Source: an optimization exercise on an open RTL-to-GDS flow (aim: small area and a short achievable clock period). Production flows keep margins and buffers that such runs may drop. In this exercise RTL edits were held to simulation tests only and were not proved equivalent to the original. Power is estimated from default activity; no workload was simulated.

==> design/flow/design.v <==
module qspi_mem_responder #(
    parameter int DEPTH        = 256,
    parameter int DUMMY_CYCLES = 6,
    parameter int SYNC_STAGES  = 2
) (
    input  logic                     clk_i,
    input  logic                     rst_i,
    input  logic                     cs_in,
    input  logic                     sck_i,
    input  logic [3:0]               sd_i,
    output logic [3:0]               sd_o,
    output logic [3:0]               sd_oen_o,
    input  logic                     bd_we_i,
    input  logic [$clog2(DEPTH)-1:0] bd_addr_i,
    input  logic [7:0]               bd_data_i
);
    localparam int AW  = $clog2(DEPTH);
    localparam int SW  = (AW > 8) ? AW : 8;
    localparam int DCW = (DUMMY_CYCLES > 1) ? $clog2(DUMMY_CYCLES) : 1;
    localparam logic [DCW-1:0] DUMMY_LAST = DCW'((DUMMY_CYCLES > 0) ? DUMMY_CYCLES - 1 : 0);
    typedef enum logic [2:0] {
        ST_IDLE,
        ST_CMD,
        ST_ADDR,
        ST_DUMMY,
        ST_RDATA,
        ST_WDATA,
        ST_IGNORE
    } state_t;
    logic [SYNC_STAGES-1:0]      cs_sync_reg,  cs_sync_next;
    logic [SYNC_STAGES-1:0]      sck_sync_reg, sck_sync_next;
    logic [SYNC_STAGES-1:0][3:0] sd_sync_reg,  sd_sync_next;
    genvar gi;
    generate
        for (gi = 0; gi < SYNC_STAGES; gi++) begin : g_sync
            if (gi == 0) begin : g_first
                assign cs_sync_next[gi]  = cs_in;
                assign sck_sync_next[gi] = sck_i;
                assign sd_sync_next[gi]  = sd_i;
            end else begin : g_rest
                assign cs_sync_next[gi]  = cs_sync_reg[gi-1];
                assign sck_sync_next[gi] = sck_sync_reg[gi-1];
                assign sd_sync_next[gi]  = sd_sync_reg[gi-1];
            end
        end
    endgenerate
    always_ff @(posedge clk_i) begin
        if (rst_i) begin
            cs_sync_reg  <= '1;
            sck_sync_reg <= '0;
            sd_sync_reg  <= '0;
        end else begin
            cs_sync_reg  <= cs_sync_next;
            sck_sync_reg <= sck_sync_next;
            sd_sync_reg  <= sd_sync_next;
        end
    end
    logic       cs_s, sck_s;
    logic [3:0] sd_s;
    assign cs_s  = cs_sync_reg[SYNC_STAGES-1];
    assign sck_s = sck_sync_reg[SYNC_STAGES-1];
    assign sd_s  = sd_sync_reg[SYNC_STAGES-1];
    logic                   sck_prev_reg;
    logic                   cs_prev_reg;
    logic [SYNC_STAGES-1:0] flush_reg;
    logic                   armed_reg;
    always_ff @(posedge clk_i) begin
        if (rst_i) begin
            sck_prev_reg <= 1'b0;
            cs_prev_reg  <= 1'b1;
            flush_reg    <= '0;
            armed_reg    <= 1'b0;
        end else begin
            sck_prev_reg <= sck_s;
            cs_prev_reg  <= cs_s;
            flush_reg    <= (flush_reg << 1) | SYNC_STAGES'(1);
            if (flush_reg[SYNC_STAGES-1] && cs_s)
                armed_reg <= 1'b1;
        end
    end
    logic sck_rise, sck_fall, cs_fall;
    assign sck_rise = sck_s & ~sck_prev_reg & ~cs_s;
    assign sck_fall = ~sck_s & sck_prev_reg & ~cs_s;
    assign cs_fall  = armed_reg & cs_prev_reg & ~cs_s;
    state_t          state_reg;
    logic [2:0]      nib_cnt_reg;
    logic [SW-5:0]   shift_reg;
    logic [SW-1:0]   shift_next;
    logic            is_read_reg;
    logic [AW-1:0]   addr_reg;
    logic [DCW-1:0]  dummy_cnt_reg;
    logic            rd_phase_reg;    
    logic            wr_half_reg;     
    logic [3:0]      wr_hi_reg;
    logic            load_req_reg;    
    logic [7:0]      rd_byte_reg;
    assign shift_next = {shift_reg, sd_s};
    always_ff @(posedge clk_i) begin
        if (rst_i) begin
            state_reg     <= ST_IDLE;
            nib_cnt_reg   <= '0;
            shift_reg     <= '0;
            is_read_reg   <= 1'b0;
            addr_reg      <= '0;
            dummy_cnt_reg <= '0;
            rd_phase_reg  <= 1'b0;
            wr_half_reg   <= 1'b0;
            wr_hi_reg     <= '0;
            load_req_reg  <= 1'b0;
            sd_o          <= '0;
            sd_oen_o      <= '0;
        end else begin
            load_req_reg <= 1'b0;
            if (cs_s) begin
                state_reg    <= ST_IDLE;
                sd_oen_o     <= '0;
                nib_cnt_reg  <= '0;
                rd_phase_reg <= 1'b0;
                wr_half_reg  <= 1'b0;
            end else begin
                case (state_reg)
                    ST_IDLE: begin
                        if (cs_fall) begin
                            state_reg   <= ST_CMD;
                            nib_cnt_reg <= '0;
                            shift_reg   <= '0;
                        end
                    end
                    ST_CMD: begin
                        if (sck_rise) begin
                            shift_reg <= shift_next[SW-5:0];
                            if (nib_cnt_reg == 3'd1) begin
                                nib_cnt_reg <= '0;
                                if (shift_next[7:0] == 8'hEB) begin
                                    is_read_reg <= 1'b1;
                                    state_reg   <= ST_ADDR;
                                end else if (shift_next[7:0] == 8'h38) begin
                                    is_read_reg <= 1'b0;
                                    state_reg   <= ST_ADDR;
                                end else begin
                                    state_reg   <= ST_IGNORE;
                                end
                            end else begin
                                nib_cnt_reg <= nib_cnt_reg + 3'd1;
                            end
                        end
                    end
                    ST_ADDR: begin
                        if (sck_rise) begin
                            shift_reg <= shift_next[SW-5:0];
                            if (nib_cnt_reg == 3'd5) begin
                                nib_cnt_reg <= '0;
                                addr_reg    <= shift_next[AW-1:0];
                                if (!is_read_reg) begin
                                    state_reg   <= ST_WDATA;
                                    wr_half_reg <= 1'b0;
                                end else if (DUMMY_CYCLES == 0) begin
                                    state_reg    <= ST_RDATA;
                                    rd_phase_reg <= 1'b0;
                                    load_req_reg <= 1'b1;
                                end else begin
                                    state_reg     <= ST_DUMMY;
                                    dummy_cnt_reg <= '0;
                                end
                            end else begin
                                nib_cnt_reg <= nib_cnt_reg + 3'd1;
                            end
                        end
                    end
                    ST_DUMMY: begin
                        if (sck_rise) begin
                            if (dummy_cnt_reg == DUMMY_LAST) begin
                                state_reg    <= ST_RDATA;
                                rd_phase_reg <= 1'b0;
                                load_req_reg <= 1'b1;
                            end else begin
                                dummy_cnt_reg <= dummy_cnt_reg + DCW'(1);
                            end
                        end
                    end
                    ST_RDATA: begin
                        if (sck_fall) begin
                            sd_oen_o <= 4'hF;
                            if (!rd_phase_reg) begin
                                sd_o         <= rd_byte_reg[7:4];
                                rd_phase_reg <= 1'b1;
                            end else begin
                                sd_o         <= rd_byte_reg[3:0];
                                rd_phase_reg <= 1'b0;
                                addr_reg     <= addr_reg + AW'(1);
                                load_req_reg <= 1'b1;
                            end
                        end
                    end
                    ST_WDATA: begin
                        if (sck_rise) begin
                            if (!wr_half_reg) begin
                                wr_hi_reg   <= sd_s;
                                wr_half_reg <= 1'b1;
                            end else begin
                                wr_half_reg <= 1'b0;
                                addr_reg    <= addr_reg + AW'(1);
                            end
                        end
                    end
                    default: begin
                    end
                endcase
            end
        end
    end
    logic [7:0] mem [DEPTH];
    logic       wr_commit;
    assign wr_commit = (state_reg == ST_WDATA) && sck_rise && wr_half_reg;
    always_ff @(posedge clk_i) begin
        if (wr_commit)
            mem[addr_reg] <= {wr_hi_reg, sd_s};
        else if (bd_we_i)
            mem[bd_addr_i] <= bd_data_i;
        if (load_req_reg)
            rd_byte_reg <= mem[addr_reg];
    end
endmodule
==> design/flow/run.sh <==
#!/bin/bash
# synth_recipe.tcl (not shown) runs the flow's synth.tcl, then flattens the netlist and writes it again
# the make line also repeats each setting of config.mk as NAME=value (left out here)
make -C /OpenROAD-flow-scripts/flow DESIGN_CONFIG=/design/flow/config.mk WORK_HOME=/design/flow/orfs CLKGATE_MAP_FILE= SYNTH_SCRIPT=/design/flow/synth_recipe.tcl finish
==> design/flow/config.mk <==
export PLATFORM = sky130hd
export DESIGN_NAME = qspi_mem_responder
export DESIGN_NICKNAME = qspi_mem_responder
export VERILOG_FILES = /design/flow/design.v
export SDC_FILE = /design/flow/constraint.sdc
export NUM_CORES = 4
export LEC_CHECK = 0
export CAP_MARGIN = 20
export CORE_MARGIN = 2
export CORE_UTILIZATION = 40
export SLEW_MARGIN = 20
==> design/flow/constraint.sdc <==
create_clock -name core_clock -period 5.0 [get_ports {clk_i}]
set_input_delay 1.0000 -clock core_clock [delete_from_list [all_inputs] [get_ports {clk_i}]]
set_output_delay 1.0000 -clock core_clock [all_outputs]
set_load 0.01 [all_outputs]
==> results.py <==
metrics = {
    "status": {
        "status": "no timing/DRC/antenna violations",
    },
    "cts": {
        "clock-sinks": 2107,
        "holdBufCountCts": 0,
        "clockRootBuffer": "clkbuf_16",
        "cts_buffer_depth": 3,
        "post-cts-setup-buffer-count": 0,
        "numCtsBuffers": 203,
        "clkTransAtPathRegs_ps": 60,
        "cts_resized": 0,
        "htree_levels": 4,
        "cts_tree": "yes",
        "clk_latency_ps": 860,
    },
    "placement": {
        "place_ws_ps": 579,
        "port_buffers": 32,
        "place_area_sq_um": 88000,
        "globalplace.congestion": 0.884,
        "hpwl_um": 149000,
    },
    "logic_synthesis": {
        "synthArstFlopShare": 0,
        "synth-edff-count": 2056,
        "ys_ff_latch": 2107,
        "synth_warnings": 1,
        "synth_common_cells": "edfxtp_1 (2,056), mux4_2 (452), nor2_1 (321)",
        "synth_fp_nets": 4120,
        "ys_top_cells_by_area": "edfxtp_1 (75%), mux4_2 (12%), mux2i_1 (2.4%)",
        "synth.distinct_cells": 80,
        "syn_area_sq_um": 82600,
        "synth_ff_type": "edfxtp_1",
        "post-synth-top-area-cell": "edfxtp_1",
        "ys_seq_area_frac": 0.760,
        "synth.most_common_cell": "edfxtp_1",
        "synth_top_area_share": 0.747,
        "syn_inst": 4092,
        "syn_area_per_cell_sq_um": 20.2,
    },
    "timing": {
        "final_max_slew_viol_count": 0,
        "setup_slack_ps": 852,
        "fmax_mhz": 241,
        "relSlewSlack": 0.199,
        "finalClockSkew_ps": 39.1,
        "min_period_ps": 4150,
        "setup_tns_ps": 0,
        "finalCritPeriodShare": 0.830,
        "hold_viol": 0,
        "rsz0062_at_grt": "false",
        "setup_viol": 0,
        "worstMarginPinSlew_ps": 1200,
    },
    "setup_path": {
        "path_buf_inv": 2,
        "critical_path.max_stage_delay_ps": 1060,
        "startpoint_type": "flip-flop",
        "r2r-start": "addr_reg[0]",
        "rr_endpoint": "rd_byte_reg[5]",
        "crit_chain": "buf_12, buf_12, mux2i_1, a22oi_1, and3_1, or4_1, a221oi_1, o32ai_1",
        "crit_family": "flip-flops",
        "crit_type": "flip-flop to flip-flop",
        "crit_top_cell": "buf_12",
        "slowest_stage": "dfxtp_4",
        "worstPathRequired_ps": 5570,
        "rr_worst_depth": 8,
        "cp.arrival_ps": 4720,
        "endpoint_kind": "flip-flop",
        "ff2ff_setup_slack_ps": 850,
        "cp_max_fo": 43,
    },
    "drt": {
        "wl_um": 234000,
        "via_count": 43000,
        "avgRoutedWirePerCell_um": 32.2,
        "firstDrtPassIters": 8,
        "drc": 0,
        "antenna_left": 0,
        "drt_iter0_drc": 6001,
        "viasPerCell": 5.92,
    },
    "floorplan": {
        "rows": 166,
        "start_util": 0.403,
        "fp.dieH_um": 459,
        "core_area_sq_um": 205000,
        "pin_count": 33,
        "design.die.area_sq_um": 210000,
        "die_w_um": 459,
    },
    "worst_hold_path": {
        "holdPathStages": 1,
        "hold_end": "cs_sync_reg[1]",
        "min_path_type": "flip-flop to flip-flop",
        "hold_path.startpoint": "cs_sync_reg[0]",
    },
    "layout": {
        "largest_register": "mem",
        "fill_cells": 17000,
        "design_area_sq_um": 94800,
        "fin_nets": 4434,
        "largest_register_ffs": 2048,
        "syn2layout_area_growth_pct": 14.7,
        "drive_gt1_frac": 0.257,
    },
    "global_routing": {
        "grt_max_degree": 134,
        "grt.total_usage": 0.221,
        "grt_pass1_wl_um": 330000,
        "antenna_found_initial": 5,
        "overflow": 0,
        "grt_pass1_vias": 42800,
    },
    "power_and_ir_drop": {
        "powerDensity_nw_per_um2": 376,
        "p_leak_nw": 29.1,
        "total_power_mw": 35.6,
        "vdd_drop_max_mv": 0.325,
    },
    "run": {
        "cap_viol_max_count": 0,
    },
}
[final cells by class]
type,count,area (sq um),share of cell area
multi-input cells,1723,18600,0.196
repair buffers,358,3190,0.0337
clock inverters,134,1510,0.0159
well taps,2688,3360,0.0355
diodes,3,7.51,0.0000792
inverters,13,51.3,0.000541
flip-flops and latches,2107,62800,0.663
clock buffers,243,5250,0.0554
[per-stage QoR]
stage	cells	util	hold WS, ps
final	7269	0.462	423
after global routing	7267	0.462	460
after CTS	7266	0.462	426
after detailed placement	6889	0.429	406
after global placement	6889	0.429	415
after floorplan	4092	-	389
[logic make-up after synthesis]
family | count (synthesis) | share of synthesized area
AOI/OAI and AO/OA | 424 | 0.0372
and+or+nand+nor | 619 | 0.0346
adders and majority gates | 3 | 0.000454
buffers and inverters | 262 | 0.0174
muxes | 673 | 0.150
xor gates and xnor gates | 4 | 0.000424
DFF | 2107 | 0.760
[per-layer routing]
layer / track usage / up-vias / share of wire
li1: - / 17500 / -
met1: 0.311 / 23000 / 0.41
met2: 0.346 / 2118 / 0.47
met3: 0.0456 / 424 / 0.090
met4: 0.0741 / 2 / 0.034
met5: 0 / - / 0.000056
[worst reg2reg max path: stages, from the launching register on]
cell,delay [ps]
dfxtp_4,1060
buf_12,400
buf_12,220
mux2i_1,350
a22oi_1,220
and3_1,280
or4_1,490
a221oi_1,690
o32ai_1,160
[layout by cell type (no fill, tap or decap), drive strengths merged, types with 73 or more instances in the layout]
| cell | n |
|---|---|
| nand2 | 124 |
| edfxtp | 2056 |
| clkbuf | 243 |
| nor2 | 325 |
| mux2i | 201 |
| mux4 | 452 |
| a21oi | 84 |
| clkinv | 97 |
| buf | 326 |
| a22oi | 73 |
[report_power, final]
| part | leakage (nW) | internal [mW] | switching [mW] |
|---|---|---|---|
| clock | 3.30 | 8.83 | 6.75 |
| combinational | 6.68 | 0.110 | 0.499 |
| sequential | 19.1 | 19.4 | 0.00871 |
[how the worst max path moves through the flow]
stage                                end  slack [ps]  depth (start not counted)      startpoint
after floorplan                mem[0][0]         900                          6  cs_sync_reg[1]
after global placement       mem[181][2]         530                          7         bd_we_i
after detailed placement      mem[52][5]         580                          7         bd_we_i
after CTS                 rd_byte_reg[5]         860                          8     addr_reg[0]
after global routing         mem[103][0]         780                          6     addr_reg[0]
final                     rd_byte_reg[5]         850                          8     addr_reg[0]

==> port drivers added, routing unchanged <==
Ports are ideal in the flow. The routed layout listed here was re-timed in OpenROAD. Step 1 sets driving cells, clkbuf_16 on the clock port and buf_2 on the other inputs (assumed; they add their load-dependent delay and slew). Step 2 moves the port delays by t, midway between the first and last clock arrival at a register: inputs arrive t later, outputs are due t later. That takes back most of the time a late clock gives input paths. Slacks: ideal ports / drivers / drivers and shift; pairs: ideal ports / drivers.
shift t [ns]: 0.943
setup WS [ns]: 0.852 / 0.852 / 0.447
latest minus earliest clock arrival (ns): 0.056 / 0.056
worst register clock-pin slew, ns: 0.07 / 0.07
worst data-port slew with drivers (ns): 0.11
After both steps setup and hold are still met in this run. For this run, drivers alone change the setup slack by 0.000 ns; drivers and shift together by -0.405 ns.
